Background: an optimization exercise with open tools, aiming at small area, a short achievable clock period and few clock cycles. Do not read the settings as production practice. RTL that was checked went through simulation tests only; none was proved equivalent to the original. Function not checked in runs 6 and 7: the RTL went through the layout flow alone. No activity file was given, so power comes from the tool's default toggle rates.

==> config.mk <==
export PLATFORM = sky130hd
export DESIGN_NAME = inst_cache
export DESIGN_NICKNAME = inst_cache
export VERILOG_FILES = /design/flow/design.v
export SDC_FILE = /design/flow/constraint.sdc
export NUM_CORES = 4
export LEC_CHECK = 0
export CAP_MARGIN = 20
export CORE_AREA = 3 3 87 87
export CTS_BUF_LIST = sky130_fd_sc_hd__clkbuf_4
export DIE_AREA = 0 0 90 90
export SETUP_SLACK_MARGIN = 2.3
export SLEW_MARGIN = 20
export SYNTH_HIERARCHICAL = 1
export SYNTH_MINIMUM_KEEP_SIZE = 0
==> constraint.sdc <==
create_clock -name core_clock -period 5.5 [get_ports {clk}]
set_input_delay 1.1000 -clock core_clock [delete_from_list [all_inputs] [get_ports {clk}]]
set_output_delay 1.1000 -clock core_clock [all_outputs]
set_load 0.01 [all_outputs]
==> design.v <==
module inst_cache #(
  parameter int unsigned INC_BITS = 6
) (
  input  logic        clk,
  input  logic        rst,
  input  logic [15:0] instAddr,
  output logic        hit,
  output logic [15:0] instruction,
  output logic        memReq,
  output logic [15:0] memAddr,
  input  logic [15:0] memData,
  input  logic        memReady
);
  logic [15:0] memAddr_q;
  logic [15:0] same;        
  logic [3:0]  nibNe;       
  logic        notReady;    
  logic        loHit, hiSame;
  ic_xnor16 u_same (.a(memAddr_q), .b(instAddr), .y(same));
  ic_nand4  u_ne0  (.a(same[3:0]),   .y(nibNe[0]));
  ic_nand4  u_ne1  (.a(same[7:4]),   .y(nibNe[1]));
  ic_nand4  u_ne2  (.a(same[11:8]),  .y(nibNe[2]));
  ic_nand4  u_ne3  (.a(same[15:12]), .y(nibNe[3]));
  ic_nrdy   u_nrdy (.rst(rst), .ready(memReady), .y(notReady));
  ic_nor3   u_lo   (.a(nibNe[0]), .b(nibNe[1]), .c(notReady), .y(loHit));
  ic_nor2   u_hi   (.a(nibNe[2]), .b(nibNe[3]), .y(hiSame));
  ic_and2   u_hit  (.a(loHit), .b(hiSame), .y(hit));
  assign instruction = memData;
  assign memReq      = !rst;
  assign memAddr     = memAddr_q;
  always_ff @(posedge clk) begin
    memAddr_q <= {instAddr[15:INC_BITS], instAddr[INC_BITS-1:0] + INC_BITS'(hit)};
  end
endmodule
module ic_xnor16 (
  input  logic [15:0] a,
  input  logic [15:0] b,
  output logic [15:0] y
);
  assign y = ~(a ^ b);
endmodule
module ic_nand4 (
  input  logic [3:0] a,
  output logic       y
);
  assign y = ~&a;
endmodule
module ic_nrdy (
  input  logic rst,
  input  logic ready,
  output logic y
);
  assign y = rst | ~ready;
endmodule
module ic_nor3 (
  input  logic a,
  input  logic b,
  input  logic c,
  output logic y
);
  assign y = ~(a | b | c);
endmodule
module ic_nor2 (
  input  logic a,
  input  logic b,
  output logic y
);
  assign y = ~(a | b);
endmodule
module ic_and2 (
  input  logic a,
  input  logic b,
  output logic y
);
  assign y = a & b;
endmodule
==> flow/run.sh <==
#!/bin/bash
# Standard ORFS layout, with the port buffers inserted as the smallest plain
# buffer (sky130_fd_sc_hd__buf_1) so the resizer can size them like any other
# buffer.  make's full output goes to flow_make.log; ORFS's per-step logs stay
# under orfs/logs.
set -euo pipefail
bash standard.sh "BUFFER_PORTS_ARGS=-buffer_cell sky130_fd_sc_hd__buf_1" "MATCH_CELL_FOOTPRINT=0" "RECOVER_POWER=100" \
  finish > flow_make.log 2>&1
==> standard.sh <==
#!/bin/bash
# synth_recipe.tcl (not shown) runs the flow's synth.tcl, then flattens the netlist and writes it again
# the make line also repeats each setting of config.mk as NAME=value (left out here)
make -C /OpenROAD-flow-scripts/flow DESIGN_CONFIG=/design/flow/config.mk WORK_HOME=/design/flow/orfs CLKGATE_MAP_FILE= SYNTH_SCRIPT=/design/flow/synth_recipe.tcl "${@:-finish}"
==> impl_metrics.py, run 1 <==
metrics = {
    "pwr": {
        "p_sw_share_pct": 25.6,
        "p_switching_mw": 0.0562,
        "p_int_mw": 0.163,
        "seqPwrFrac_pct": 57.6,
        "power_density_nw_per_um2": 249,
        "p_total_mw": 0.219,
        "pwr-share-clk_pct": 27.8,
        "leakagePower_nw": 0.298,
        "ir_worst_vdd_uv": 85.8,
        "p_comb_share_pct": 14.6,
    },
    "setup_path": {
        "rrSetupSlack_ns": 3.69,
        "cpMostUsedCell": "clkbuf_1",
        "end_kind": "output port",
        "critPathLaunchType": "input pin",
        "cp_slowest_cell": "nor3_1",
        "reg2reg_from": "memAddr_q[7]",
        "path_buf_inv": 2,
        "reg2reg_depth": 8,
        "required_ns": 4.40,
        "reg2reg_to": "memAddr_q[4]",
        "worstPathCellList": "clkbuf_1, xnor2_1, nand4_1, nor3_1, and2_0, clkbuf_1",
        "cp_max_fo": 3,
        "criticalPathCategory": "input pin to output port",
        "cp.arrival_ns": 2.14,
        "path_delay_family": "simple AND/OR/NAND/NOR gates",
        "cpPeakStageDelay_ns": 0.24,
    },
    "clocking": {
        "htree_num_levels": 1,
        "root_buffer": "clkbuf_4",
        "cts_setup_buffers": 0,
        "cts_hold_buf": 0,
        "cts.sinks": 16,
        "clk_latency_ns": 0.28,
        "numCtsBuffers": 3,
        "cts.clk_slew.worst_paths_ns": 0.09,
        "cts_tree": "done",
        "clockBufferDepth": 2,
    },
    "sta": {
        "setup-violations-final": 0,
        "hold_viol": 0,
        "finalCritPeriodShare_pct": 59.0,
        "drv_slew": 0,
        "setup_tns_ns": 0,
        "relSlewSlack_pct": 86.1,
        "post-route-min-period_ns": 3.24,
        "fmax_mhz": 308,
        "fin_skew_ns": 0.00538,
        "worstMarginPinSlew_ns": 0.207,
        "rsz0062_at_grt": "false",
    },
    "cells_and_area": {
        "multi_input_area_um2": 278,
        "layout-drive-gt1-share_pct": 8.99,
        "fin_util_pct": 13.3,
        "fill_cells": 799,
        "diodes": 0,
        "nNetsFinal": 128,
        "area_delta_synth_final_pct": 21.8,
        "design_area_um2": 880,
        "reg.largest.list": "memAddr_q x16",
        "seqCellArea_um2": 320,
        "regMostFlops": "memAddr_q",
        "fin_cells": 182,
        "largest_reg_flops": 16,
    },
    "floorplan": {
        "ioPinCount": 69,
        "core_um2": 6600,
        "dieArea_um2": 8100,
        "die_h_um": 90,
        "num_rows": 29,
        "start_util_pct": 10.9,
        "die_w_um": 90,
    },
    "routing": {
        "drt-pass1-iter-count": 2,
        "wl_per_cell_um": 9.07,
        "ant_nets": 0,
        "totalWireLength_mm": 1.65,
        "remaining_drc_errors": 0,
        "vias_per_cell": 2.70,
        "dr.first_iter.drc_count": 10,
        "vias": 492,
    },
    "place": {
        "dpl-instance-area_um2": 853,
        "hpwl_mm": 1.45,
        "port_buffers": 36,
        "dp_cells": 179,
        "finalWeightedCongestion": 0.613,
    },
    "logic_synthesis": {
        "ys_top_cells_by_area": "dfxtp_1, xnor2_1, buf_4",
        "synth_most_common_cell": "xnor2_1",
        "synthesis.nets": 103,
        "synthTopCellsByCount": "xnor2_1, buf_4, dfxtp_1, nand4_1",
        "synth-seq-cells": 16,
        "synth_edf_count": 0,
        "synth_area_um2": 722,
        "yosysTopAreaCellShare_pct": 44.4,
        "yosysSeqAreaShare_pct": 44.4,
        "async_flop_share_pct": 0,
        "synth_area_leader_cell": "dfxtp_1",
        "yosysUniqueCellTypes": 14,
        "yosysWarnings": 7,
        "syn_avg_cell_area_um2": 10.9,
        "ys.flop_type": "dfxtp_1",
        "synthCells": 66,
    },
    "worst_hold_path": {
        "hp-class": "flip-flop to flip-flop",
        "holdCritStartpoint": "memAddr_q[9]",
        "holdPathStages": 5,
        "hold_end": "memAddr_q[0]",
    },
    "global_routing": {
        "first_global_vias": 500,
        "overflow": 0,
        "grt_max_degree": 9,
        "antenna_found_initial": 0,
        "track_usage_pct": 4.05,
        "grt_pass1_wl_mm": 2.50,
    },
    "run": {
        "cap_violations": 0,
    },
    "run_status": {
        "status": "no timing/DRC/antenna violations",
    },
}
[timing repair]
item | 4_1_cts | 5_1_grt
hold endpoints to repair | 0 | 0
resized for setup | 4 | 6
setup endpoints to repair | 1 | 1
pin swaps | 1 | 3
[modules after synthesis, one instance, submodules excluded]
| module | area, um^2 | flops+latches |
|---|---|---|
| ic_nand4 | 6.26 | 0 |
| ic_nor3 | 10.0 | 0 |
| ic_nrdy | 6.26 | 0 |
| ic_xnor16 | 140 | 0 |
| inst_cache | 531 | 16 |
| ic_and2 | 6.26 | 0 |
| ic_nor2 | 3.75 | 0 |
[placed cells by master, fill, tap and decap left out]
cell | synthesis | routed
clkbuf_4 | 0 | 3
and2_0 | 0 | 1
nor3_1 | 0 | 1
nand2b_1 | 1 | 1
nor2_1 | 1 | 1
xnor2_2 | 0 | 2
nand4_1 | 4 | 4
clkbuf_2 | 0 | 3
nand3_1 | 1 | 2
inv_1 | 1 | 1
xnor2_1 | 18 | 16
and3_1 | 0 | 1
ha_1 | 2 | 2
clkbuf_1 | 0 | 2
dfxtp_1 | 16 | 16
buf_1 | 0 | 31
xor2_1 | 2 | 2
[cell families (layout without fill, tap and decap cells)]
kind of cell	after synthesis	after routing	synth area share, %
simple gates	11	11	10.7
xor+xnor	20	20	24.3
fa+ha+maj	2	2	3.47
buf+inv	17	40	17.2
flops	16	16	44.4
[area by class of cell]
cell class,count,share of cell area [%]
Clock buffer,3,2.56
Inverter,1,0.427
Multi-Input combinational cell,33,31.6
Sequential cell,16,36.4
Tap cell,93,13.2
Timing Repair Buffer,36,15.8
[power by group through the flow]
stage          sequential, mW  combinational [mW]  clock, mW
2_1_floorplan           0.132              0.0249          0
3_3_place_gp            0.129              0.0315          0
3_5_place_dp            0.129              0.0315          0
4_1_cts                 0.127              0.0325     0.0667
5_1_grt                 0.127              0.0352     0.0714
6_report                0.126              0.0319     0.0611
[how the worst max path moves through the flow]
stage / start / end / slack (ns) / cells after the start
floorplan: instAddr[6] / hit / 2.71 / 4
global placement: instAddr[3] / hit / 2.20 / 6
detailed placement: instAddr[3] / hit / 2.20 / 6
CTS: instAddr[2] / hit / 2.30 / 6
global route: instAddr[4] / hit / 2.14 / 6
finish: instAddr[4] / hit / 2.26 / 6
[worst reg2reg max path, cell delays in order, from the launching register on]
cell,delay [ns]
dfxtp_1,0.33
xnor2_1,0.19
nand4_1,0.12
nor3_1,0.24
and2_0,0.20
ha_1,0.19
ha_1,0.19
nand3_1,0.12
xnor2_1,0.13
[per-layer routing]
layer | vias up | global-route usage (%) | routed length (um)
met3 | 4 | 3.09 | 216
met4 | 0 | 0.255 | 12
li1 | 241 | - | -
met1 | 215 | 4.54 | 687
met2 | 32 | 6.41 | 735
met5 | - | 0 | 0
[metrics by stage]
step | hold slack, ns | setup WS, ns
after global placement | 0.955 | 2.20
after floorplan | 0.929 | 2.71
final | 0.948 | 2.26
after detailed placement | 0.934 | 2.20
after CTS | 0.933 | 2.30
after global routing | 0.930 | 2.14
Testbench counts, summed over its fixed seeds: cycles 33,817.
==> inputs of run 2 (changes only) <==
==> flow/run.sh (replaced) <==
#!/bin/bash
# Standard ORFS layout, with the port buffers inserted as the smallest plain
# buffer (sky130_fd_sc_hd__buf_1) so the resizer can size them like any other
# buffer.  make's full output goes to flow_make.log; ORFS's per-step logs stay
# under orfs/logs.
set -euo pipefail
bash standard.sh "BUFFER_PORTS_ARGS=-buffer_cell sky130_fd_sc_hd__buf_1" finish > flow_make.log 2>&1
==> impl_metrics.py, run 2 <==
metrics = {
    "logic_synthesis": {
        "synthesis.nets": 103,
        "async_flop_share_pct": 0,
        "yosysWarnings": 7,
        "yosysUniqueCellTypes": 14,
        "synth_area_um2": 722,
        "synthCells": 66,
        "syn_avg_cell_area_um2": 10.9,
        "synth-seq-cells": 16,
        "synth_most_common_cell": "xnor2_1",
        "ys.flop_type": "dfxtp_1",
        "synthTopCellsByCount": "xnor2_1, buf_4, dfxtp_1, nand4_1",
        "yosysTopAreaCellShare_pct": 44.4,
        "synth_edf_count": 0,
        "synth_area_leader_cell": "dfxtp_1",
        "yosysSeqAreaShare_pct": 44.4,
        "ys_top_cells_by_area": "dfxtp_1, xnor2_1, buf_4",
    },
    "routing": {
        "drt-pass1-iter-count": 2,
        "ant_nets": 0,
        "remaining_drc_errors": 0,
        "vias_per_cell": 2.69,
        "dr.first_iter.drc_count": 10,
        "vias": 490,
        "wl_per_cell_um": 9.04,
        "totalWireLength_mm": 1.65,
    },
    "place": {
        "hpwl_mm": 1.45,
        "port_buffers": 36,
        "dp_slack_ns": 2.20,
        "finalWeightedCongestion": 0.613,
    },
    "pwr": {
        "leakagePower_nw": 0.311,
        "p_int_mw": 0.164,
        "p_switching_mw": 0.0568,
        "power_density_nw_per_um2": 243,
        "pwr-share-clk_pct": 27.7,
        "seqPwrFrac_pct": 57.4,
        "p_comb_share_pct": 14.9,
        "p_sw_share_pct": 25.7,
        "ir_worst_vdd_uv": 87.4,
    },
    "setup_path": {
        "required_ns": 4.40,
        "cp_slowest_cell": "xnor2_1",
        "cp_max_fo": 2,
        "cpPeakStageDelay_ns": 0.20,
        "worstSetupStartpoint": "instAddr[5]",
        "cp.arrival_ns": 2.01,
        "criticalPathCategory": "input pin to output port",
        "reg2reg_from": "memAddr_q[2]",
        "worstPathCellList": "buf_1, xnor2_1, nand4_1, nor3_2, and2_4, buf_4",
        "path_delay_family": "simple AND/OR/NAND/NOR gates",
        "path_buf_inv": 2,
        "end_kind": "output port",
        "critPathLaunchType": "input pin",
    },
    "clocking": {
        "cts.sinks": 16,
        "numCtsBuffers": 3,
        "cts_hold_buf": 0,
        "clockBufferDepth": 2,
        "cts.clk_slew.worst_paths_ns": 0.09,
        "htree_num_levels": 1,
        "clk_latency_ns": 0.28,
        "cts_tree": "done",
        "cts_setup_buffers": 0,
        "root_buffer": "clkbuf_4",
    },
    "sta": {
        "finalCritPeriodShare_pct": 56.6,
        "fmax_mhz": 321,
        "rsz0062_at_grt": "false",
        "setup_tns_ns": 0,
        "drv_slew": 0,
        "setup-violations-final": 0,
        "relSlewSlack_pct": 86.6,
        "fin_skew_ns": 0.00498,
        "worst_slack_ns": 2.39,
        "post-route-min-period_ns": 3.11,
        "worstMarginPinSlew_ns": 0.202,
        "hold_viol": 0,
    },
    "floorplan": {
        "start_util_pct": 10.9,
        "core_um2": 6600,
        "die_w_um": 90,
        "num_rows": 29,
        "die_h_um": 90,
        "ioPinCount": 69,
        "dieArea_um2": 8100,
    },
    "cells_and_area": {
        "fill_cells": 792,
        "diodes": 0,
        "largest_reg_flops": 16,
        "nNetsFinal": 128,
        "layout_common_cells": "buf_1, dfxtp_1, xnor2_1",
        "mostFrequentLayoutCell": "buf_1",
        "regMostFlops": "memAddr_q",
        "layout-drive-gt1-share_pct": 16.9,
        "area_delta_synth_final_pct": 26.0,
        "reg.largest.list": "memAddr_q x16",
    },
    "global_routing": {
        "track_usage_pct": 4.05,
        "overflow": 0,
        "grt_max_degree": 9,
        "antenna_found_initial": 0,
        "first_global_vias": 500,
        "grt_pass1_wl_mm": 2.50,
    },
    "worst_hold_path": {
        "hp-class": "flip-flop to flip-flop",
        "holdCritStartpoint": "memAddr_q[9]",
    },
    "run": {
        "cap_violations": 0,
    },
    "run_status": {
        "status": "no timing/DRC/antenna violations",
    },
}
==> run 2: cell counts after synthesis <==
Identical to the previous run, type by type.
==> run 2: final timing paths <==
check	endpoint	slack, ns	depth (start not counted)
worst max-delay path	hit	2.39	6
worst min-delay path	memAddr_q[0]	0.91	5
worst max register to register	memAddr_q[4]	3.76	8
worst min register to register	memAddr_q[0]	0.91	5
==> run 2: power groups by stage <==
stage,combinational (mW),clock (mW),sequential (mW)
after floorplan,0.0249,0,0.132
after global placement,0.0315,0,0.129
after detailed placement,0.0315,0,0.129
after CTS,0.0325,0.0667,0.126
after global routing,0.0363,0.0714,0.127
final,0.0328,0.0612,0.127
==> run 2: per-layer routing <==
layer | part of all wire, % | GRT usage, % | vias up
li1 | - | - | 244
met1 | 41 | 4.54 | 210
met2 | 45 | 6.41 | 32
met3 | 14 | 3.09 | 4
met4 | 0.73 | 0.255 | 0
met5 | 0 | 0 | -
==> run 2: logic make-up after synthesis <==
family	Yosys count	synth area share (%)
buf+inv	17	17.2
fa+ha+maj	2	3.47
flops	16	44.4
xor+xnor	20	24.3
simple gates	11	10.7
==> run 2: layout make-up <==
type	instances	area (um^2)	area share (%)
Sequential cell	16	320	35.2
Multi-Input combinational cell	33	303	33.3
Timing Repair Buffer	36	144	15.8
Tap cell	93	116	12.8
Clock buffer	3	22.5	2.48
Inverter	1	3.75	0.413
==> run 2: per-module statistics from Yosys (local to each module, per instance) <==
module,cells,area (um^2)
ic_and2,1,6.26
ic_nand4,1,6.26
ic_nor2,1,3.75
ic_nor3,1,10.0
ic_nrdy,1,6.26
ic_xnor16,16,140
inst_cache,42,531
==> run 2: what timing repair did <==
| item | in CTS | in global routing |
|---|---|---|
| pin swaps | 0 | 5 |
| gates resized for setup | 4 | 6 |
| endpoints found under the hold margin | 0 | 0 |
| endpoints found under the setup margin | 1 | 1 |
==> run 2: worst min-delay path: stages (launching register included) <==
cell     delay (ns)
dfxtp_1        0.33
xnor2_1        0.13
nand4_1        0.07
nor2_1         0.11
and2_4         0.15
ha_1           0.10
==> run 2: through the flow <==
step	total power, mW	std cells	hold slack (ns)	util (%)	cell area, um^2
2_1_floorplan	0.157	66	0.929	-	722
3_3_place_gp	0.160	179	0.955	12.9	853
3_5_place_dp	0.161	179	0.934	12.9	853
4_1_cts	0.226	182	0.933	13.4	887
5_1_grt	0.235	182	0.930	13.8	910
6_report	0.221	182	0.909	13.8	910
==> inputs of run 3 (changes only) <==
--- a/config.mk
+++ b/config.mk
@@ -9,7 +9,6 @@
 export CORE_AREA = 3 3 87 87
 export CTS_BUF_LIST = sky130_fd_sc_hd__clkbuf_4
 export DIE_AREA = 0 0 90 90
-export SETUP_SLACK_MARGIN = 2.3
 export SLEW_MARGIN = 20
 export SYNTH_HIERARCHICAL = 1
 export SYNTH_MINIMUM_KEEP_SIZE = 0
==> impl_metrics.py, run 3 <==
metrics = {
    "routing": {
        "vias": 489,
        "vias_per_cell": 2.69,
        "dr.first_iter.drc_count": 11,
        "drt-pass1-iter-count": 2,
        "wl_per_cell_um": 9.02,
        "ant_nets": 0,
        "totalWireLength_mm": 1.64,
        "remaining_drc_errors": 0,
    },
    "sta": {
        "rsz0062_at_grt": "false",
        "worstMarginPinSlew_ns": 0.236,
        "fin_skew_ns": 0.00771,
        "setup_tns_ns": 0,
        "drv_slew": 0,
        "setup-violations-final": 0,
        "holdWs_ns": 0.915,
        "worst_slack_ns": 2.24,
        "fmax_mhz": 306,
        "relSlewSlack_pct": 84.3,
        "finalCritPeriodShare_pct": 59.4,
        "hold_viol": 0,
        "post-route-min-period_ns": 3.26,
    },
    "setup_path": {
        "critPathLaunchType": "input pin",
        "reg2reg_to": "memAddr_q[4]",
        "required_ns": 4.40,
        "criticalPathCategory": "input pin to output port",
        "reg2reg_depth": 8,
        "cp_max_fo": 4,
        "reg2reg_from": "memAddr_q[3]",
        "end_kind": "output port",
        "rrSetupSlack_ns": 3.73,
        "cp.arrival_ns": 2.16,
    },
    "cells_and_area": {
        "regMostFlops": "memAddr_q",
        "fill_cells": 793,
        "seqCellArea_um2": 320,
        "largest_reg_flops": 16,
        "fin_cells": 182,
        "nNetsFinal": 128,
        "layout_common_cells": "buf_1, xnor2_1, dfxtp_1",
        "area_delta_synth_final_pct": 21.3,
        "reg.largest.list": "memAddr_q x16",
        "diodes": 0,
        "multi_input_area_um2": 278,
        "mostFrequentLayoutCell": "buf_1",
        "layout-drive-gt1-share_pct": 6.74,
    },
    "floorplan": {
        "start_util_pct": 10.9,
        "num_rows": 29,
        "die_h_um": 90,
        "die_w_um": 90,
        "dieArea_um2": 8100,
        "core_um2": 6600,
        "ioPinCount": 69,
    },
    "clocking": {
        "root_buffer": "clkbuf_4",
        "clk_latency_ns": 0.28,
        "numCtsBuffers": 3,
        "clockBufferDepth": 2,
        "cts_tree": "done",
        "cts_setup_buffers": 0,
        "cts.sinks": 16,
        "htree_num_levels": 1,
        "cts_resized": 0,
        "cts_hold_buf": 0,
        "cts.clk_slew.worst_paths_ns": 0.10,
    },
    "place": {
        "finalWeightedCongestion": 0.613,
        "port_buffers": 36,
        "dp_cells": 179,
        "dp_slack_ns": 2.20,
        "hpwl_mm": 1.45,
    },
    "pwr": {
        "p_total_mw": 0.218,
        "ir_worst_vdd_uv": 85.6,
        "power_density_nw_per_um2": 249,
        "leakagePower_nw": 0.277,
    },
    "logic_synthesis": {
        "yosysTopAreaCellShare_pct": 44.4,
        "synthesis.nets": 103,
        "synth_area_leader_cell": "dfxtp_1",
        "synth_area_um2": 722,
        "synthTopCellsByCount": "xnor2_1, buf_4, dfxtp_1, nand4_1",
        "synth_edf_count": 0,
        "yosysWarnings": 7,
        "synth_most_common_cell": "xnor2_1",
        "synthCells": 66,
        "async_flop_share_pct": 0,
        "yosysSeqAreaShare_pct": 44.4,
        "ys_top_cells_by_area": "dfxtp_1, xnor2_1, buf_4",
        "ys.flop_type": "dfxtp_1",
        "syn_avg_cell_area_um2": 10.9,
        "synth-seq-cells": 16,
        "yosysUniqueCellTypes": 14,
    },
    "global_routing": {
        "track_usage_pct": 4.05,
        "antenna_found_initial": 0,
        "grt_max_degree": 9,
        "grt_pass1_wl_mm": 2.50,
        "first_global_vias": 500,
        "overflow": 0,
    },
    "worst_hold_path": {
        "hold_end": "memAddr_q[0]",
        "hp-class": "flip-flop to flip-flop",
        "holdPathStages": 5,
        "holdCritStartpoint": "memAddr_q[9]",
    },
    "run": {
        "cap_violations": 0,
    },
    "run_status": {
        "status": "no timing/DRC/antenna violations",
    },
}
run 3: cell counts after synthesis:
Identical to the previous run, type by type.
run 3: routing by layer:
layer | GRT usage, % | share of wire (%)
met1 | 4.54 | 41
met2 | 6.41 | 44
met3 | 3.09 | 13
met4 | 0.255 | 0.73
met5 | 0 | 0
run 3: worst max-delay path by stage:
stage                     slack (ns)  end         from  depth (start not counted)
after floorplan                 2.71  hit  instAddr[6]                          4
after global placement          2.20  hit  instAddr[3]                          6
after detailed placement        2.20  hit  instAddr[3]                          6
after CTS                       2.19  hit  instAddr[3]                          6
after global routing            2.10  hit  instAddr[3]                          6
final                           2.24  hit  instAddr[3]                          6
run 3: cell type report:
cell class	instances	area share [%]
Clock buffer	3	2.57
Timing Repair Buffer	36	15.4
Sequential cell	16	36.6
Multi-Input combinational cell	33	31.7
Inverter	1	0.429
Tap cell	93	13.3
run 3: where the power goes:
group	internal, mW	leakage [nW]	switching [mW]
logic	0.0146	0.128	0.0161
registers	0.122	0.135	0.00405
clock network	0.0254	0.0138	0.0359
run 3: per-module statistics from Yosys (local to each module, per instance):
module,flip-flops and latches,cell area [um^2],cells inside,copies in the design
ic_xnor16,0,140,16,1
ic_nor3,0,10.0,1,1
ic_nor2,0,3.75,1,1
ic_and2,0,6.26,1,1
ic_nand4,0,6.26,1,4
inst_cache,16,531,42,1
ic_nrdy,0,6.26,1,1
run 3: metrics by stage:
stage	area (um^2)	util, %
6_report	876	13.3
5_1_grt	876	13.3
3_3_place_gp	853	12.9
3_5_place_dp	853	12.9
2_1_floorplan	722	-
4_1_cts	876	13.3
run 3: cell families after synthesis:
family | synth area share, %
adders and majority gates | 3.47
xor gates and xnor gates | 24.3
buffers and inverters | 17.2
and+or+nand+nor | 10.7
DFF | 44.4
run 3: critical path, cell delays in order:
cell and delay, ns:
buf_1 0.20, xnor2_1 0.18, nand4_1 0.14, nor3_2 0.19, and2_1 0.18, buf_1 0.18
==> inputs of run 4 (changes only) <==
--- a/design.v
+++ b/design.v
@@ -1,5 +1,5 @@
 module inst_cache #(
-  parameter int unsigned INC_BITS = 6
+  parameter int unsigned INC_BITS = 4
 ) (
   input  logic        clk,
   input  logic        rst,
==> impl_metrics.py, run 4 <==
metrics = {
    "pwr": {
        "power_density_nw_per_um2": 262,
        "leakagePower_nw": 0.265,
        "ir_worst_vdd_uv": 76.8,
    },
    "sta": {
        "relSlewSlack_pct": 86.5,
        "fin_skew_ns": 0.00242,
        "drv_slew": 0,
        "rsz0062_at_grt": "false",
        "worst_slack_ns": 2.38,
        "post-route-min-period_ns": 3.12,
        "finalCritPeriodShare_pct": 56.7,
        "setup_tns_ns": 0,
        "hold_viol": 0,
        "worstMarginPinSlew_ns": 0.201,
        "setup-violations-final": 0,
        "fmax_mhz": 321,
    },
    "clocking": {
        "htree_num_levels": 1,
        "cts_setup_buffers": 0,
        "cts_resized": 0,
        "cts_tree": "done",
        "numCtsBuffers": 3,
        "clockBufferDepth": 2,
        "root_buffer": "clkbuf_4",
        "clk_latency_ns": 0.28,
        "cts.clk_slew.worst_paths_ns": 0.10,
        "cts_hold_buf": 0,
        "cts.sinks": 16,
    },
    "global_routing": {
        "overflow": 0,
        "track_usage_pct": 4.00,
        "first_global_vias": 452,
        "grt_pass1_wl_mm": 2.38,
        "grt_max_degree": 9,
        "antenna_found_initial": 0,
    },
    "logic_synthesis": {
        "synth_area_leader_cell": "dfxtp_1",
        "synth_area_um2": 683,
        "syn_avg_cell_area_um2": 11.0,
        "ys.flop_type": "dfxtp_1",
        "async_flop_share_pct": 0,
        "ys_top_cells_by_area": "dfxtp_1, xnor2_1, buf_4",
        "synthCells": 62,
        "yosysUniqueCellTypes": 12,
        "synth-seq-cells": 16,
        "synth_edf_count": 0,
        "synthesis.nets": 99,
        "yosysTopAreaCellShare_pct": 46.9,
        "synth_most_common_cell": "xnor2_1",
        "yosysSeqAreaShare_pct": 46.9,
        "yosysWarnings": 7,
        "synthTopCellsByCount": "xnor2_1, buf_4, dfxtp_1, nand4_1, ha_1",
    },
    "setup_path": {
        "criticalPathCategory": "input pin to output port",
        "cpPeakStageDelay_ns": 0.21,
        "cp.arrival_ns": 2.02,
        "worstPathCellList": "buf_1, xnor2_1, nand4_1, nor3_2, and2_1, buf_1",
        "required_ns": 4.40,
        "cp_max_fo": 2,
        "reg2reg_depth": 7,
        "critPathLaunchType": "input pin",
        "end_kind": "output port",
        "reg2reg_to": "memAddr_q[2]",
        "reg2reg_from": "memAddr_q[5]",
        "cp_slowest_cell": "xnor2_1",
        "cpMostUsedCell": "buf_1",
        "rrSetupSlack_ns": 3.97,
    },
    "cells_and_area": {
        "regMostFlops": "memAddr_q",
        "reg.largest.list": "memAddr_q x16",
        "fill_cells": 784,
        "diodes": 0,
        "largest_reg_flops": 16,
        "layout-drive-gt1-share_pct": 4.71,
        "mostFrequentLayoutCell": "buf_1",
        "layout_common_cells": "buf_1, xnor2_1, dfxtp_1",
        "area_delta_synth_final_pct": 22.5,
        "nNetsFinal": 124,
    },
    "floorplan": {
        "ioPinCount": 69,
        "core_um2": 6600,
        "num_rows": 29,
        "dieArea_um2": 8100,
        "start_util_pct": 10.3,
        "die_w_um": 90,
        "die_h_um": 90,
    },
    "routing": {
        "vias": 441,
        "drt-pass1-iter-count": 2,
        "vias_per_cell": 2.48,
        "dr.first_iter.drc_count": 10,
        "ant_nets": 0,
        "totalWireLength_mm": 1.59,
        "remaining_drc_errors": 0,
        "wl_per_cell_um": 8.95,
    },
    "worst_hold_path": {
        "holdPathStages": 1,
        "hold_end": "memAddr_q[9]",
        "holdCritStartpoint": "instAddr[9]",
        "hp-class": "input pin to flip-flop",
    },
    "place": {
        "hpwl_mm": 1.38,
        "port_buffers": 36,
        "dp_slack_ns": 2.30,
        "finalWeightedCongestion": 0.626,
    },
    "run_status": {
        "status": "no timing/DRC/antenna violations",
    },
    "run": {
        "cap_violations": 0,
    },
}
run 4: stage by stage:
stage	area (um^2)	power (mW)	hold slack, ns	cells	util, %
2_1_floorplan	683	0.156	0.929	62	-
3_3_place_gp	815	0.160	0.949	175	12.3
3_5_place_dp	815	0.160	0.981	175	12.3
4_1_cts	837	0.230	0.921	178	12.7
5_1_grt	837	0.240	0.914	178	12.7
6_report	837	0.219	0.947	178	12.7
run 4: layer usage:
layer	part of all wire [%]	vias to the layer above	wire length [um]	GRT usage (%)
met5	0	-	0	0
met4	1.5	0	24	1.91
met3	5.1	2	81	1.34
met2	47	21	750	6.47
met1	46	189	737	4.73
li1	-	229	-	-
run 4: area by class of cell:
cell class	count	area, um^2	share of cell area, %
Timing Repair Buffer	36	135	16.1
Clock buffer	3	22.5	2.69
Inverter	1	3.75	0.448
Multi-Input combinational cell	29	239	28.6
Sequential cell	16	320	38.3
Tap cell	93	116	13.9
run 4: power breakdown:
group          internal, mW  total [mW]  switching, mW
clock network        0.0254      0.0633         0.0379
logic                0.0142      0.0299         0.0157
registers             0.122       0.126        0.00385
total                 0.162       0.219         0.0574
run 4: worst max-delay path: cells and delay by family:
kind | cells | cell delay, ns
buffers and inverters | 2 | 0.25
and+or+nand+nor | 3 | 0.45
xor gates and xnor gates | 1 | 0.21
run 4: logic make-up after synthesis:
logic type	synth area share, %
DFF	46.9
adders and majority gates	3.66
xor gates and xnor gates	23.1
and+or+nand+nor	8.24
buffers and inverters	18.1
run 4: worst max path at each step:
stage                 from   to  slack [ns]  depth (start not counted)
6_report       instAddr[5]  hit        2.38                          6
2_1_floorplan  instAddr[6]  hit        2.71                          4
3_3_place_gp   instAddr[5]  hit        2.29                          6
3_5_place_dp   instAddr[5]  hit        2.30                          6
5_1_grt        instAddr[5]  hit        2.24                          6
4_1_cts        instAddr[5]  hit        2.30                          6
run 4: modules after synthesis (local to each module, per instance):
module / cells / flops+latches / cell area, um^2 / times used
ic_and2: 1 / 0 / 6.26 / 1
ic_nand4: 1 / 0 / 6.26 / 4
ic_nor2: 1 / 0 / 3.75 / 1
ic_nor3: 1 / 0 / 10.0 / 1
ic_nrdy: 1 / 0 / 6.26 / 1
ic_xnor16: 16 / 0 / 140 / 1
inst_cache: 38 / 16 / 492 / 1
Testbench counts of run 4, summed over its fixed seeds: cycles 34,909.
==> inputs of run 5 (changes only) <==
--- a/config.mk
+++ b/config.mk
@@ -9,6 +9,7 @@
 export CORE_AREA = 3 3 87 87
 export CTS_BUF_LIST = sky130_fd_sc_hd__clkbuf_4
 export DIE_AREA = 0 0 90 90
+export SETUP_SLACK_MARGIN = 2.3
 export SLEW_MARGIN = 20
 export SYNTH_HIERARCHICAL = 1
 export SYNTH_MINIMUM_KEEP_SIZE = 0
==> impl_metrics.py, run 5 <==
metrics = {
    "logic_synthesis": {
        "synth_edf_count": 0,
        "synth-seq-cells": 16,
        "synth_fa_ha_area_share_pct": 3.66,
        "synthesis.nets": 99,
        "synth_compound_area_share_pct": 0,
        "synth_mux_area_share_pct": 0,
        "syn_avg_cell_area_um2": 11.0,
        "ys_top_cells_by_area": "dfxtp_1, xnor2_1, buf_4",
        "synth_area_leader_cell": "dfxtp_1",
        "async_flop_share_pct": 0,
        "synth_most_common_cell": "xnor2_1",
        "ys.flop_type": "dfxtp_1",
        "synth_area_um2": 683,
        "yosysTopAreaCellShare_pct": 46.9,
        "synthTopCellsByCount": "xnor2_1, buf_4, dfxtp_1, nand4_1, ha_1",
        "yosysSeqAreaShare_pct": 46.9,
        "synth_top_family_by_area": "XOR/XNOR gates",
        "synth-simple-area-share_pct": 8.24,
        "synth_xor_area_share_pct": 23.1,
        "yosysUniqueCellTypes": 12,
        "synthCells": 62,
        "yosysWarnings": 7,
    },
    "floorplan": {
        "die_w_um": 90,
        "die_h_um": 90,
        "dieArea_um2": 8100,
        "ioPinCount": 69,
        "num_rows": 29,
        "core_um2": 6600,
        "start_util_pct": 10.3,
    },
    "place": {
        "port_buffers": 36,
        "dp_cells": 175,
        "hpwl_mm": 1.38,
        "finalWeightedCongestion": 0.626,
        "dp_slack_ns": 2.30,
    },
    "global_routing": {
        "track_usage_pct": 4.00,
        "antenna_found_initial": 0,
        "grt_pass1_wl_mm": 2.38,
        "first_global_vias": 452,
        "grt_max_degree": 9,
        "overflow": 0,
    },
    "routing": {
        "vias_per_cell": 2.48,
        "drt-pass1-iter-count": 2,
        "dr.first_iter.drc_count": 9,
        "remaining_drc_errors": 0,
        "vias": 442,
        "ant_nets": 0,
        "wl_per_cell_um": 8.90,
        "totalWireLength_mm": 1.59,
    },
    "sta": {
        "post-route-min-period_ns": 3.07,
        "drv_slew": 0,
        "fmax_mhz": 326,
        "hold_viol": 0,
        "rsz0062_at_grt": "false",
        "relSlewSlack_pct": 87.0,
        "setup_tns_ns": 0,
        "fin_skew_ns": 0.00243,
        "worstMarginPinSlew_ns": 0.193,
        "setup-violations-final": 0,
        "finalCritPeriodShare_pct": 55.9,
        "holdWs_ns": 0.947,
        "worst_slack_ns": 2.43,
    },
    "setup_path": {
        "end_kind": "output port",
        "required_ns": 4.40,
        "worstPathCellList": "buf_1, xnor2_1, nand4_1, nor2_1, and2_1, clkbuf_2",
        "cp.arrival_ns": 1.97,
        "criticalPathCategory": "input pin to output port",
        "cp_max_fo": 2,
        "path_buf_inv": 2,
        "critPathLaunchType": "input pin",
        "path_delay_family": "simple AND/OR/NAND/NOR gates",
        "cp_slowest_cell": "xnor2_1",
        "cpPeakStageDelay_ns": 0.21,
    },
    "clocking": {
        "root_buffer": "clkbuf_4",
        "clk_latency_ns": 0.28,
        "htree_num_levels": 1,
        "clockBufferDepth": 2,
        "cts.clk_slew.worst_paths_ns": 0.10,
        "numCtsBuffers": 3,
        "cts_tree": "done",
        "cts.sinks": 16,
    },
    "cells_and_area": {
        "regMostFlops": "memAddr_q",
        "diodes": 0,
        "nNetsFinal": 124,
        "mostFrequentLayoutCell": "buf_1",
        "fin_cells": 178,
        "reg.largest.list": "memAddr_q x16",
        "layout-drive-gt1-share_pct": 7.06,
        "layout_common_cells": "buf_1, xnor2_1, dfxtp_1",
        "largest_reg_flops": 16,
        "area_delta_synth_final_pct": 23.8,
    },
    "pwr": {
        "p_total_mw": 0.220,
        "leakagePower_nw": 0.274,
        "power_density_nw_per_um2": 260,
        "ir_worst_vdd_uv": 79.0,
    },
    "run_status": {
        "status": "no timing/DRC/antenna violations",
    },
    "worst_hold_path": {
        "hp-class": "input pin to flip-flop",
    },
    "run": {
        "cap_violations": 0,
    },
}
[run 5: changes by cell type in the layout (fill, tap and decap cells not counted), sizes merged]
cell | previous run | this run
buf | 36 | 35
clkbuf | 3 | 4
[run 5: final timing paths]
kind,from,end,slack (ns),cells past startpoint
worst max-delay path,instAddr[12],hit,2.43,6
worst max register to register,memAddr_q[12],memAddr_q[2],4.00,7
worst min-delay path,instAddr[9],memAddr_q[9],0.95,1
worst min register to register,memAddr_q[9],memAddr_q[0],0.99,5
[run 5: worst register-to-register path: stages (launching register included)]
cell	delay [ns]
dfxtp_1	0.33
xnor2_1	0.19
nand4_1	0.14
nor2_1	0.15
and2_1	0.15
ha_1	0.17
ha_1	0.16
xor2_1	0.15
[run 5: logic make-up (layout without fill, tap and decap cells)]
kind of cell	after synthesis	after routing
xor+xnor	18	18
fa+ha+maj	2	2
buf+inv	17	40
flops	16	16
simple gates	9	9
[run 5: area by class of cell]
cell class / instances / area [um^2]
sequential: 16 / 320
timing repair buffer: 36 / 136
multi-input combinational: 29 / 246
clock buffer: 3 / 22.5
inverter: 1 / 3.75
fill: 783 / 5760
tap: 93 / 116
[run 5: per-layer routing]
metal	GRT usage [%]	vias up	share of wire [%]
met2	6.47	21	47
met5	0	-	0
li1	-	230	-
met4	1.91	0	1.5
met1	4.73	189	46
met3	1.34	2	5.1
[run 5: stage by stage]
stage          utilization (%)  area [um^2]
2_1_floorplan                -          683
3_3_place_gp              12.3          815
3_5_place_dp              12.3          815
4_1_cts                   12.7          837
5_1_grt                   12.8          846
6_report                  12.8          846
[run 5: per-module statistics from Yosys (local to each module, per instance)]
module,times used,flops+latches,cells inside
ic_nor2,1,0,1
ic_nrdy,1,0,1
ic_and2,1,0,1
inst_cache,1,16,38
ic_nor3,1,0,1
ic_nand4,4,0,1
ic_xnor16,1,0,16
[run 5: repair_timing]
item / CTS / global route
hold buffers: 0 / 0
setup buffers: 0 / 0
setup endpoints to repair: 0 / 1
gates resized for setup: 0 / 2
[run 5: report_power, final]
group          internal, mW  switching [mW]
clock network        0.0254          0.0379
registers             0.122         0.00394
logic                0.0146          0.0158
==> inputs of run 6 (changes only) <==
--- a/design.v
+++ b/design.v
@@ -1,5 +1,5 @@
 module inst_cache #(
-  parameter int unsigned INC_BITS = 4
+  parameter int unsigned INC_BITS = 5
 ) (
   input  logic        clk,
   input  logic        rst,
==> impl_metrics.py, run 6 <==
metrics = {
    "cells_and_area": {
        "nNetsFinal": 126,
        "largest_reg_flops": 16,
        "area_delta_synth_final_pct": 26.0,
        "fill_cells": 793,
        "fin_cells": 181,
        "mostFrequentLayoutCell": "buf_1",
        "layout_common_cells": "buf_1, xnor2_1, dfxtp_1",
        "layout-drive-gt1-share_pct": 13.6,
        "reg.largest.list": "memAddr_q x16",
        "regMostFlops": "memAddr_q",
        "diodes": 0,
        "fin_util_pct": 13.3,
    },
    "logic_synthesis": {
        "syn_avg_cell_area_um2": 10.9,
        "synth-simple-area-share_pct": 8.80,
        "synth_area_leader_cell": "dfxtp_1",
        "async_flop_share_pct": 0,
        "synth-seq-cells": 16,
        "ys.flop_type": "dfxtp_1",
        "synth_xor_area_share_pct": 23.9,
        "synthTopCellsByCount": "xnor2_1, buf_4, dfxtp_1, nand4_1",
        "yosysTopAreaCellShare_pct": 46.0,
        "yosysUniqueCellTypes": 12,
        "synth_edf_count": 0,
        "yosysSeqAreaShare_pct": 46.0,
        "yosysWarnings": 7,
        "synthesis.nets": 101,
        "synth_most_common_cell": "xnor2_1",
        "synth_mux_area_share_pct": 0,
        "ys_top_cells_by_area": "dfxtp_1, xnor2_1, buf_4",
        "synth_area_um2": 697,
        "synth_fa_ha_area_share_pct": 3.59,
        "synthCells": 64,
        "synth_compound_area_share_pct": 0,
        "synth_top_family_by_area": "XOR/XNOR gates",
    },
    "worst_hold_path": {
        "hp-class": "input pin to flip-flop",
    },
    "sta": {
        "worst_slack_ns": 2.41,
        "setup-violations-final": 0,
        "fin_skew_ns": 0.00518,
        "rsz0062_at_grt": "false",
        "finalCritPeriodShare_pct": 56.2,
        "post-route-min-period_ns": 3.09,
        "hold_viol": 0,
        "setup_tns_ns": 0,
        "relSlewSlack_pct": 86.5,
        "fmax_mhz": 324,
        "drv_slew": 0,
        "worstMarginPinSlew_ns": 0.203,
        "holdWs_ns": 0.938,
    },
    "setup_path": {
        "criticalPathCategory": "input pin to output port",
        "rrSetupSlack_ns": 3.80,
        "end_kind": "output port",
        "path_buf_inv": 2,
        "cpPeakStageDelay_ns": 0.19,
        "critPathLaunchType": "input pin",
        "cp_slowest_cell": "nor3_2",
        "cp_max_fo": 4,
        "required_ns": 4.40,
        "path_delay_family": "simple AND/OR/NAND/NOR gates",
        "cp.arrival_ns": 1.99,
        "worstPathCellList": "clkbuf_2, xnor2_1, nand4_1, nor3_2, and2_4, buf_2",
    },
    "floorplan": {
        "die_w_um": 90,
        "start_util_pct": 10.6,
        "num_rows": 29,
        "die_h_um": 90,
        "dieArea_um2": 8100,
        "ioPinCount": 69,
        "core_um2": 6600,
    },
    "routing": {
        "vias": 489,
        "wl_per_cell_um": 9.35,
        "vias_per_cell": 2.70,
        "dr.first_iter.drc_count": 5,
        "totalWireLength_mm": 1.69,
        "drt-pass1-iter-count": 2,
        "ant_nets": 0,
        "remaining_drc_errors": 0,
    },
    "pwr": {
        "power_density_nw_per_um2": 258,
        "pwr-share-clk_pct": 30.1,
        "leakagePower_nw": 0.299,
        "p_switching_mw": 0.0621,
        "p_comb_share_pct": 14.0,
        "p_int_mw": 0.164,
        "seqPwrFrac_pct": 55.9,
        "ir_worst_vdd_uv": 69.9,
        "p_sw_share_pct": 27.4,
    },
    "clocking": {
        "cts.clk_slew.worst_paths_ns": 0.11,
        "cts_hold_buf": 0,
        "clockBufferDepth": 2,
        "cts_setup_buffers": 0,
        "htree_num_levels": 1,
        "clk_latency_ns": 0.29,
        "root_buffer": "clkbuf_4",
        "numCtsBuffers": 3,
        "cts.sinks": 16,
        "cts_tree": "done",
    },
    "place": {
        "finalWeightedCongestion": 0.553,
        "port_buffers": 36,
        "dp_slack_ns": 2.29,
        "hpwl_mm": 1.43,
        "dp_cells": 177,
    },
    "global_routing": {
        "overflow": 0,
        "first_global_vias": 532,
        "grt_max_degree": 10,
        "grt_pass1_wl_mm": 2.67,
        "track_usage_pct": 4.33,
        "antenna_found_initial": 0,
    },
    "run": {
        "cap_violations": 0,
    },
    "run_status": {
        "status": "no timing/DRC/antenna violations",
    },
}
-- run 6: changes by cell type after synthesis --
cell and change:
nand3_1 +1, xnor2_1 +1
-- run 6: path summary, 6_finish.rpt --
kind,from,endpoint,cells past startpoint
worst max-delay path,instAddr[2],hit,6
worst min-delay path,instAddr[14],memAddr_q[14],1
worst max register to register,memAddr_q[0],memAddr_q[4],8
worst min register to register,memAddr_q[9],memAddr_q[0],5
-- run 6: metrics by stage --
| step | instance area (um^2) | power [mW] |
|---|---|---|
| floorplan | 697 | 0.156 |
| global placement | 828 | 0.159 |
| detailed placement | 828 | 0.160 |
| CTS | 856 | 0.233 |
| global route | 878 | 0.243 |
| finish | 878 | 0.226 |
-- run 6: modules after synthesis, one instance, submodules excluded --
module	area, um^2	cells inside	copies in the design	flip-flops and latches
inst_cache	505	40	1	16
ic_nrdy	6.26	1	1	0
ic_xnor16	140	16	1	0
ic_nor3	10.0	1	1	0
ic_nand4	6.26	1	4	0
ic_and2	6.26	1	1	0
ic_nor2	3.75	1	1	0
-- run 6: metal layers --
metal  vias to the layer above  wire, um  GRT usage [%]
li1                        238         -              -
met1                       220       678           4.39
met2                        25       805           7.28
met3                         6       177           2.67
met4                         0        32           1.53
met5                         -         0              0
-- run 6: timing repair --
item                       4_1_cts  5_1_grt
setup endpoints to repair        1        1
pin swaps                        0        7
gates resized for setup          1        7
gates cloned                     0        0
-- run 6: power by group through the flow --
stage	Sequential [mW]	Clock (mW)	Combinational (mW)
2_1_floorplan	0.132	0	0.0246
3_3_place_gp	0.129	0	0.0304
3_5_place_dp	0.129	0	0.0308
4_1_cts	0.126	0.0756	0.0310
5_1_grt	0.128	0.0802	0.0356
6_report	0.126	0.0681	0.0318
-- run 6: final cells by class --
type,count,area [um^2],area share [%]
multi-input combinational,31,270,30.8
inverter,1,3.75,0.427
clock buffer,3,22.5,2.56
tap,93,116,13.2
clock inverter,1,3.75,0.427
sequential,16,320,36.5
timing repair buffer,36,141,16.1
-- run 6: logic make-up (layout without fill, tap and decap cells) --
| kind of cell | after synthesis | after routing |
|---|---|---|
| adder cells (fa/ha/maj) | 2 | 2 |
| flip-flops | 16 | 16 |
| buffers and inverters | 17 | 41 |
| XOR/XNOR | 19 | 19 |
| AND/OR/NAND/NOR | 10 | 10 |
==> inputs of run 7 (changes only) <==
--- a/design.v
+++ b/design.v
@@ -1,5 +1,5 @@
 module inst_cache #(
-  parameter int unsigned INC_BITS = 5
+  parameter int unsigned INC_BITS = 3
 ) (
   input  logic        clk,
   input  logic        rst,
==> impl_metrics.py, run 7 <==
metrics = {
    "pwr": {
        "p_int_mw": 0.162,
        "ir_worst_vdd_uv": 77.9,
        "p_comb_share_pct": 13.5,
        "power_density_nw_per_um2": 262,
        "leakagePower_nw": 0.277,
        "p_switching_mw": 0.0577,
        "pwr-share-clk_pct": 29.1,
        "seqPwrFrac_pct": 57.3,
        "p_sw_share_pct": 26.2,
    },
    "setup_path": {
        "path_buf_inv": 2,
        "cpPeakStageDelay_ns": 0.18,
        "critPathLaunchType": "input pin",
        "cp_slowest_cell": "nor3_2",
        "cp_max_fo": 2,
        "end_kind": "output port",
        "path_delay_family": "simple AND/OR/NAND/NOR gates",
        "cp.arrival_ns": 1.96,
        "reg2reg_from": "memAddr_q[2]",
        "required_ns": 4.40,
        "worstSetupStartpoint": "instAddr[6]",
        "criticalPathCategory": "input pin to output port",
        "worstPathCellList": "buf_1, xnor2_1, nand4_1, nor3_2, and2_1, clkbuf_2",
    },
    "clocking": {
        "root_buffer": "clkbuf_4",
        "cts.sinks": 16,
        "cts_hold_buf": 0,
        "clockBufferDepth": 2,
        "htree_num_levels": 1,
        "cts.clk_slew.worst_paths_ns": 0.10,
        "cts_setup_buffers": 0,
        "cts_tree": "done",
        "clk_latency_ns": 0.29,
        "numCtsBuffers": 3,
    },
    "logic_synthesis": {
        "yosysTopAreaCellShare_pct": 47.9,
        "synth_edf_count": 0,
        "ys.flop_type": "dfxtp_1",
        "synthesis.nets": 97,
        "yosysUniqueCellTypes": 11,
        "syn_avg_cell_area_um2": 11.2,
        "yosysSeqAreaShare_pct": 47.9,
        "synth_area_um2": 669,
        "synth_area_leader_cell": "dfxtp_1",
        "synthCells": 60,
        "yosysWarnings": 7,
        "synthTopCellsByCount": "buf_4, dfxtp_1, xnor2_1, nand4_1, ha_1",
        "ys_top_cells_by_area": "dfxtp_1, xnor2_1, buf_4",
        "async_flop_share_pct": 0,
        "synth-seq-cells": 16,
    },
    "cells_and_area": {
        "diodes": 0,
        "multi_input_area_um2": 240,
        "largest_reg_flops": 16,
        "area_delta_synth_final_pct": 25.4,
        "regMostFlops": "memAddr_q",
        "nNetsFinal": 122,
        "seqCellArea_um2": 320,
        "fill_cells": 790,
        "layout-drive-gt1-share_pct": 8.43,
        "reg.largest.list": "memAddr_q x16",
        "mostFrequentLayoutCell": "buf_1",
        "layout_common_cells": "buf_1, dfxtp_1, xnor2_1",
    },
    "floorplan": {
        "core_um2": 6600,
        "start_util_pct": 10.1,
        "die_w_um": 90,
        "num_rows": 29,
        "die_h_um": 90,
        "ioPinCount": 69,
        "dieArea_um2": 8100,
    },
    "sta": {
        "finalCritPeriodShare_pct": 55.6,
        "post-route-min-period_ns": 3.06,
        "relSlewSlack_pct": 88.3,
        "setup_tns_ns": 0,
        "worst_slack_ns": 2.44,
        "hold_viol": 0,
        "fmax_mhz": 327,
        "worstMarginPinSlew_ns": 0.175,
        "fin_skew_ns": 0.00669,
        "setup-violations-final": 0,
        "rsz0062_at_grt": "false",
        "drv_slew": 0,
    },
    "routing": {
        "wl_per_cell_um": 8.08,
        "drt-pass1-iter-count": 2,
        "remaining_drc_errors": 0,
        "vias_per_cell": 2.47,
        "vias": 435,
        "totalWireLength_mm": 1.42,
        "ant_nets": 0,
        "dr.first_iter.drc_count": 9,
    },
    "global_routing": {
        "track_usage_pct": 3.75,
        "first_global_vias": 474,
        "antenna_found_initial": 0,
        "grt_max_degree": 9,
        "overflow": 0,
        "grt_pass1_wl_mm": 2.30,
    },
    "run_status": {
        "status": "no timing/DRC/antenna violations",
    },
    "place": {
        "hpwl_mm": 1.22,
        "port_buffers": 36,
        "dp_slack_ns": 2.38,
        "finalWeightedCongestion": 0.649,
    },
    "run": {
        "cap_violations": 0,
    },
    "worst_hold_path": {
        "hp-class": "input pin to flip-flop",
        "holdCritStartpoint": "instAddr[15]",
    },
}
[run 7: cell count changes after synthesis]
cell,previous run,this run
xnor2_1,18,16
nand3_1,2,0
[run 7: area by class of cell]
class	count	area share, %
multi-input combinational	27	28.6
clock buffer	3	2.68
tap	93	13.9
timing repair buffer	36	16.2
sequential	16	38.2
inverter	1	0.447
[run 7: cells by family after synthesis]
| kind of cell | synth area share (%) |
|---|---|
| xor+xnor | 22.2 |
| buf+inv | 18.5 |
| flops | 47.9 |
| simple gates | 7.66 |
| fa+ha+maj | 3.74 |
[run 7: routing by layer]
| metal | part of all wire, % | vias to the layer above | GRT usage [%] | routed length [um] |
|---|---|---|---|---|
| met4 | 1.7 | 0 | 1.40 | 24 |
| met2 | 45 | 22 | 5.79 | 646 |
| li1 | - | 222 | - | - |
| met1 | 43 | 185 | 4.23 | 615 |
| met5 | 0 | - | 0 | 0 |
| met3 | 9.6 | 6 | 2.25 | 136 |
[run 7: what timing repair did]
item,in CTS,in global routing
resized for setup,0,3
endpoints found under the hold margin,0,0
endpoints found under the setup margin,0,1
[run 7: final timing paths]
check	end	slack, ns	depth (start not counted)
max	hit	2.44	6
min	memAddr_q[15]	0.94	1
max reg2reg	memAddr_q[2]	4.10	7
min reg2reg	memAddr_q[0]	0.95	5
[run 7: modules after synthesis (local to each module, per instance)]
module / cell area, um^2 / flip-flops and latches / cells / copies in the design
ic_nor3: 10.0 / 0 / 1 / 1
ic_and2: 6.26 / 0 / 1 / 1
ic_xnor16: 140 / 0 / 16 / 1
ic_nrdy: 6.26 / 0 / 1 / 1
ic_nand4: 6.26 / 0 / 1 / 4
ic_nor2: 3.75 / 0 / 1 / 1
inst_cache: 478 / 16 / 36 / 1
[run 7: stage by stage]
step	power (mW)	util (%)	hold WS (ns)	std cells	instance area (um^2)
4_1_cts	0.226	12.5	0.928	176	823
6_report	0.220	12.7	0.943	176	840
5_1_grt	0.239	12.7	0.910	176	840
3_5_place_dp	0.158	12.1	0.977	173	801
2_1_floorplan	0.156	-	0.929	60	669
3_3_place_gp	0.158	12.1	0.960	173	801
[run 7: power groups by stage]
| stage | registers, mW | clock network [mW] | logic [mW] |
|---|---|---|---|
| after floorplan | 0.132 | 0 | 0.0240 |
| after global placement | 0.129 | 0 | 0.0288 |
| after detailed placement | 0.129 | 0 | 0.0293 |
| after CTS | 0.126 | 0.0706 | 0.0295 |
| after global routing | 0.127 | 0.0786 | 0.0333 |
| final | 0.126 | 0.0641 | 0.0298 |
==> inputs of run 8 (changes only) <==
--- a/design.v
+++ b/design.v
@@ -1,5 +1,5 @@
 module inst_cache #(
-  parameter int unsigned INC_BITS = 3
+  parameter int unsigned INC_BITS = 4
 ) (
   input  logic        clk,
   input  logic        rst,
==> run.sh (new file) <==
#!/bin/bash
# synth_recipe.tcl (not shown) runs the flow's synth.tcl, then flattens the netlist and writes it again
# the make line also repeats each setting of config.mk as NAME=value (left out here)
make -C /OpenROAD-flow-scripts/flow DESIGN_CONFIG=/design/flow/config.mk WORK_HOME=/design/flow/orfs CLKGATE_MAP_FILE= SYNTH_SCRIPT=/design/flow/synth_recipe.tcl finish
removed: flow/run.sh
removed: standard.sh
==> impl_metrics.py, run 8 <==
metrics = {
    "logic_synthesis": {
        "async_flop_share_pct": 0,
        "synthTopCellsByCount": "xnor2_1, buf_4, dfxtp_1, nand4_1, ha_1",
        "synth_area_leader_cell": "dfxtp_1",
        "yosysUniqueCellTypes": 12,
        "synth-seq-cells": 16,
        "syn_avg_cell_area_um2": 11.0,
        "yosysWarnings": 7,
        "synthesis.nets": 99,
        "yosysTopAreaCellShare_pct": 46.9,
        "synth_area_um2": 683,
        "synth_edf_count": 0,
        "synthCells": 62,
        "ys.flop_type": "dfxtp_1",
        "synth_most_common_cell": "xnor2_1",
        "ys_top_cells_by_area": "dfxtp_1, xnor2_1, buf_4",
        "yosysSeqAreaShare_pct": 46.9,
    },
    "sta": {
        "rsz0062_at_grt": "false",
        "finalCritPeriodShare_pct": 55.7,
        "fin_skew_ns": 0.00102,
        "drv_slew": 0,
        "hold_viol": 0,
        "holdWs_ns": 0.959,
        "fmax_mhz": 326,
        "worstMarginPinSlew_ns": 0.170,
        "setup_tns_ns": 0,
        "relSlewSlack_pct": 88.6,
        "post-route-min-period_ns": 3.06,
        "setup-violations-final": 0,
    },
    "global_routing": {
        "met2_usage_pct": 6.53,
        "overflow": 0,
        "grt_max_degree": 9,
        "first_global_vias": 495,
        "grtUsageMet1_pct": 4.90,
        "antenna_found_initial": 0,
        "top_usage_layer": "met2",
        "grt_pass1_wl_mm": 2.58,
        "met3_usage_pct": 1.42,
        "track_usage_pct": 4.14,
    },
    "cells_and_area": {
        "regMostFlops": "memAddr_q",
        "largest_reg_flops": 16,
        "nNetsFinal": 125,
        "area_delta_synth_final_pct": 61.9,
        "fin_util_pct": 16.7,
        "diodes": 0,
        "layout-drive-gt1-share_pct": 29.1,
        "layout_common_cells": "clkdlybuf4s50_1, dfxtp_1, xnor2_2",
        "reg.largest.list": "memAddr_q x16",
        "mostFrequentLayoutCell": "clkdlybuf4s50_1",
        "fin_cells": 179,
    },
    "floorplan": {
        "dieArea_um2": 8100,
        "ioPinCount": 69,
        "start_util_pct": 10.3,
        "die_w_um": 90,
        "die_h_um": 90,
        "num_rows": 29,
        "core_um2": 6600,
    },
    "setup_path": {
        "criticalPathCategory": "input pin to output port",
        "end_kind": "output port",
        "path_buf_inv": 2,
        "path_delay_family": "simple AND/OR/NAND/NOR gates",
        "cp_slowest_cell": "clkdlybuf4s15_1",
        "required_ns": 4.40,
        "worstPathCellList": "clkdlybuf4s15_1, xnor2_1, nand4_1, nor3_2, and2_4, buf_6",
        "reg2reg_from": "memAddr_q[3]",
        "cpPeakStageDelay_ns": 0.20,
        "critPathLaunchType": "input pin",
        "cp.arrival_ns": 1.96,
        "cp_max_fo": 2,
        "worstSetupStartpoint": "instAddr[6]",
    },
    "pwr": {
        "ir_worst_vdd_uv": 47.6,
        "p_total_mw": 0.239,
        "p_comb_share_pct": 19.8,
        "pwr-share-clk_pct": 27.0,
        "p_sw_share_pct": 25.7,
        "p_switching_mw": 0.0615,
        "seqPwrFrac_pct": 53.2,
        "p_int_mw": 0.178,
        "leakagePower_nw": 0.439,
        "power_density_nw_per_um2": 216,
    },
    "clocking": {
        "root_buffer": "clkbuf_4",
        "cts.sinks": 16,
        "cts_tree": "done",
        "clk_latency_ns": 0.28,
        "htree_num_levels": 1,
        "cts_hold_buf": 0,
        "numCtsBuffers": 3,
        "clockBufferDepth": 2,
        "cts.clk_slew.worst_paths_ns": 0.10,
    },
    "worst_hold_path": {
        "holdCritStartpoint": "instAddr[13]",
        "hp-class": "input pin to flip-flop",
    },
    "routing": {
        "wl_per_cell_um": 9.21,
        "dr.first_iter.drc_count": 9,
        "drt-pass1-iter-count": 2,
        "ant_nets": 0,
        "remaining_drc_errors": 0,
        "totalWireLength_mm": 1.65,
        "vias": 478,
        "vias_per_cell": 2.67,
    },
    "place": {
        "port_buffers": 36,
        "hpwl_mm": 1.36,
        "dp_cells": 175,
        "finalWeightedCongestion": 0.624,
    },
    "run": {
        "cap_violations": 0,
    },
    "run_status": {
        "status": "no timing/DRC/antenna violations",
    },
}
run 8: cell count changes after synthesis, sizes merged:
cell	delta
xnor2	+1
nand3	+1
run 8: metrics by stage:
step	instance area (um^2)	worst slack, ns
floorplan	683	2.71
global placement	1040	1.56
detailed placement	1040	1.57
CTS	1100	2.30
global route	1110	2.32
finish	1110	2.44
run 8: power by group through the flow:
stage	clock network, mW	registers (mW)	logic, mW
6_report	0.0645	0.127	0.0473
3_3_place_gp	0	0.129	0.0479
5_1_grt	0.0783	0.128	0.0515
4_1_cts	0.0747	0.127	0.0476
2_1_floorplan	0	0.132	0.0243
3_5_place_dp	0	0.129	0.0474
run 8: kinds of logic (layout without fill, tap and decap cells):
family | Yosys count | count (layout) | synth area share (%)
fa+ha+maj | 2 | 2 | 3.66
simple gates | 9 | 9 | 8.24
flops | 16 | 16 | 46.9
buf+inv | 17 | 41 | 18.1
xor+xnor | 18 | 18 | 23.1
run 8: per-layer routing:
metal  share of wire, %  wire length, um
met5                  0                0
met1                 44              722
met4                2.1               35
met2                 47              782
met3                6.5              108
run 8: path summary, 6_finish.rpt:
check | end | depth (start not counted) | slack [ns]
worst max-delay path | hit | 6 | 2.44
worst max register to register | memAddr_q[2] | 8 | 3.92
worst min-delay path | memAddr_q[13] | 1 | 0.96
worst min register to register | memAddr_q[0] | 6 | 1.04
run 8: layout make-up:
cell class	count	area, um^2
fill	763	5500
multi-input combinational	29	317
inverter	1	3.75
timing repair buffer	37	327
tap	93	116
clock buffer	3	22.5
sequential	16	320
run 8: worst reg2reg max path, stage by stage (launching register included):
cell     delay (ns)
dfxtp_1        0.37
xnor2_1        0.13
nand4_1        0.12
nor3_2         0.20
and2_4         0.17
buf_4          0.09
ha_1           0.15
ha_1           0.16
xor2_1         0.13
run 8: Yosys stat by module, one instance, submodules excluded:
module / flops+latches / times used
ic_and2: 0 / 1
ic_nand4: 0 / 4
ic_nor2: 0 / 1
ic_nor3: 0 / 1
ic_nrdy: 0 / 1
ic_xnor16: 0 / 1
inst_cache: 16 / 1
run 8: what timing repair did:
item	CTS	global route
hold endpoints to repair	0	0
resized for setup	36	22
buffers inserted	1	0
pin swaps	19	19
endpoints found under the setup margin	1	1
Testbench counts of run 8, summed over its fixed seeds: cycles 34,909.
==> inputs of run 9 (changes only) <==
--- a/config.mk
+++ b/config.mk
@@ -9,7 +9,7 @@
 export CORE_AREA = 3 3 87 87
 export CTS_BUF_LIST = sky130_fd_sc_hd__clkbuf_4
 export DIE_AREA = 0 0 90 90
-export SETUP_SLACK_MARGIN = 2.3
+export SETUP_SLACK_MARGIN = 0
 export SLEW_MARGIN = 20
 export SYNTH_HIERARCHICAL = 1
 export SYNTH_MINIMUM_KEEP_SIZE = 0
==> impl_metrics.py, run 9 <==
metrics = {
    "routing": {
        "wl_per_cell_um": 9.17,
        "dr.first_iter.drc_count": 10,
        "totalWireLength_mm": 1.63,
        "remaining_drc_errors": 0,
        "drt-pass1-iter-count": 2,
        "vias_per_cell": 2.60,
        "ant_nets": 0,
        "vias": 463,
    },
    "clocking": {
        "root_buffer": "clkbuf_4",
        "cts.clk_slew.worst_paths_ns": 0.10,
        "cts_tree": "done",
        "cts.sinks": 16,
        "clockBufferDepth": 2,
        "cts_hold_buf": 0,
        "htree_num_levels": 1,
        "numCtsBuffers": 3,
        "cts_setup_buffers": 0,
        "clk_latency_ns": 0.28,
        "cts_resized": 0,
    },
    "global_routing": {
        "antenna_found_initial": 0,
        "first_global_vias": 505,
        "track_usage_pct": 4.12,
        "grt_max_degree": 9,
        "grt_pass1_wl_mm": 2.59,
        "overflow": 0,
    },
    "logic_synthesis": {
        "synthTopCellsByCount": "xnor2_1, buf_4, dfxtp_1, nand4_1, ha_1",
        "yosysTopAreaCellShare_pct": 46.9,
        "ys_top_cells_by_area": "dfxtp_1, xnor2_1, buf_4",
        "synth_top_family_by_area": "XOR/XNOR gates",
        "synth_area_leader_cell": "dfxtp_1",
        "yosysUniqueCellTypes": 12,
        "synthesis.nets": 99,
        "ys.flop_type": "dfxtp_1",
        "synth_mux_area_share_pct": 0,
        "synth_xor_area_share_pct": 23.1,
        "async_flop_share_pct": 0,
        "synth-simple-area-share_pct": 8.24,
        "synthCells": 62,
        "synth_compound_area_share_pct": 0,
        "synth_most_common_cell": "xnor2_1",
        "yosysWarnings": 7,
        "synth-seq-cells": 16,
        "synth_edf_count": 0,
        "synth_area_um2": 683,
        "syn_avg_cell_area_um2": 11.0,
        "synth_fa_ha_area_share_pct": 3.66,
        "yosysSeqAreaShare_pct": 46.9,
    },
    "cells_and_area": {
        "largest_reg_flops": 16,
        "layout_common_cells": "clkdlybuf4s50_1, xnor2_1, dfxtp_1",
        "regMostFlops": "memAddr_q",
        "fin_cells": 178,
        "fin_util_pct": 16.1,
        "area_delta_synth_final_pct": 55.5,
        "layout-drive-gt1-share_pct": 4.71,
        "reg.largest.list": "memAddr_q x16",
        "diodes": 0,
        "nNetsFinal": 124,
        "mostFrequentLayoutCell": "clkdlybuf4s50_1",
        "design_area_um2": 1060,
    },
    "place": {
        "port_buffers": 36,
        "dpl-instance-area_um2": 1040,
        "hpwl_mm": 1.36,
        "finalWeightedCongestion": 0.624,
        "dp_cells": 175,
        "dp_slack_ns": 1.57,
    },
    "setup_path": {
        "cp_max_fo": 3,
        "end_kind": "output port",
        "required_ns": 4.40,
        "critPathLaunchType": "input pin",
        "cp_slowest_cell": "clkdlybuf4s50_1",
        "rrSetupSlack_ns": 4.00,
        "cp.arrival_ns": 2.77,
        "cpPeakStageDelay_ns": 0.55,
        "worstPathCellList": "clkdlybuf4s50_1, xnor2_1, nand4_1, nor3_2, and2_1, clkdlybuf4s50_1",
        "criticalPathCategory": "input pin to output port",
        "cpMostUsedCell": "clkdlybuf4s50_1",
    },
    "sta": {
        "setup_tns_ns": 0,
        "worst_slack_ns": 1.63,
        "worstMarginPinSlew_ns": 0.198,
        "rsz0062_at_grt": "false",
        "hold_viol": 0,
        "fin_skew_ns": 0.000387,
        "relSlewSlack_pct": 86.7,
        "fmax_mhz": 259,
        "holdWs_ns": 0.975,
        "finalCritPeriodShare_pct": 70.3,
        "post-route-min-period_ns": 3.87,
        "drv_slew": 0,
        "setup-violations-final": 0,
    },
    "floorplan": {
        "core_um2": 6600,
        "ioPinCount": 69,
        "die_w_um": 90,
        "num_rows": 29,
        "die_h_um": 90,
        "dieArea_um2": 8100,
        "start_util_pct": 10.3,
    },
    "run": {
        "cap_violations": 0,
    },
    "worst_hold_path": {
        "hp-class": "flip-flop to flip-flop",
    },
    "pwr": {
        "leakagePower_nw": 0.363,
        "p_total_mw": 0.237,
        "ir_worst_vdd_uv": 45.2,
        "power_density_nw_per_um2": 223,
    },
    "run_status": {
        "status": "no timing/DRC/antenna violations",
    },
}
[run 9: cell counts after synthesis]
Identical to the previous run, type by type.
[run 9: final timing paths]
path / cells past startpoint / end / from
worst max-delay path: 6 / hit / instAddr[2]
worst min-delay path: 5 / memAddr_q[0] / memAddr_q[13]
worst max register to register: 7 / memAddr_q[2] / memAddr_q[5]
worst min register to register: 5 / memAddr_q[0] / memAddr_q[13]
[run 9: cell type report]
class	instances	area, um^2
multi-input cells	29	239
fillers	768	5540
flip-flops and latches	16	320
well taps	93	116
repair buffers	36	360
inverters	1	3.75
clock buffers	3	22.5
[run 9: cell families (layout without fill, tap and decap cells)]
group	after synthesis	count (layout)
AND/OR/NAND/NOR	9	9
adder cells (fa/ha/maj)	2	2
buffers and inverters	17	40
XOR/XNOR	18	18
flip-flops	16	16
[run 9: metal layers]
metal	GRT usage (%)	wire, um
met2	6.53	748
met4	2.30	35
met3	1.42	108
met5	0	0
met1	4.84	739
[run 9: per-module statistics from Yosys (local to each module, per instance)]
module,flip-flops and latches,times used,cells
ic_xnor16,0,1,16
ic_nrdy,0,1,1
inst_cache,16,1,38
ic_nor2,0,1,1
ic_and2,0,1,1
ic_nand4,0,4,1
ic_nor3,0,1,1
[run 9: worst max-delay path: cells and delay by family]
family	cells	cell delay, ns
XOR/XNOR	1	0.13
buffers and inverters	2	1.08
AND/OR/NAND/NOR	3	0.45
[run 9: power by group]
group | switching, mW | internal (mW)
Combinational | 0.0158 | 0.0306
Sequential | 0.00398 | 0.122
Clock | 0.0389 | 0.0254
Total | 0.0586 | 0.178

==> separate check: timing with driven ports <==
Ports are ideal in the flow. The routed layouts listed here were re-timed in OpenROAD.
Step 1, drivers: a clkbuf_16 drives clk and a buf_2 each remaining input, both assumed.
Step 2 times the ports against the registers' clock, not the clock port: input delays grow and output delays shrink by t, the midpoint of the rising clock arrivals with the driver on.
Slacks: ideal ports / drivers / drivers and shift; pairs: ideal ports / drivers.
| run | shift t [ns] | setup slack, ns |
|---|---|---|
| run 1 | 0.298 | 2.256 / 2.230 / 2.230 |
| run 2 | 0.298 | 2.388 / 2.362 / 2.362 |
| run 3 | 0.299 | 2.236 / 2.207 / 2.207 |
| run 4 | 0.304 | 2.381 / 2.361 / 2.361 |
| run 5 | 0.304 | 2.428 / 2.406 / 2.406 |
| run 6 | 0.309 | 2.410 / 2.388 / 2.388 |
| run 7 | 0.305 | 2.443 / 2.416 / 2.416 |
| run 8 | 0.305 | 2.435 / 2.413 / 2.413 |
| run 9 | 0.305 | 1.633 / 1.602 / 1.602 |
After both steps setup and hold are still met in every run listed.
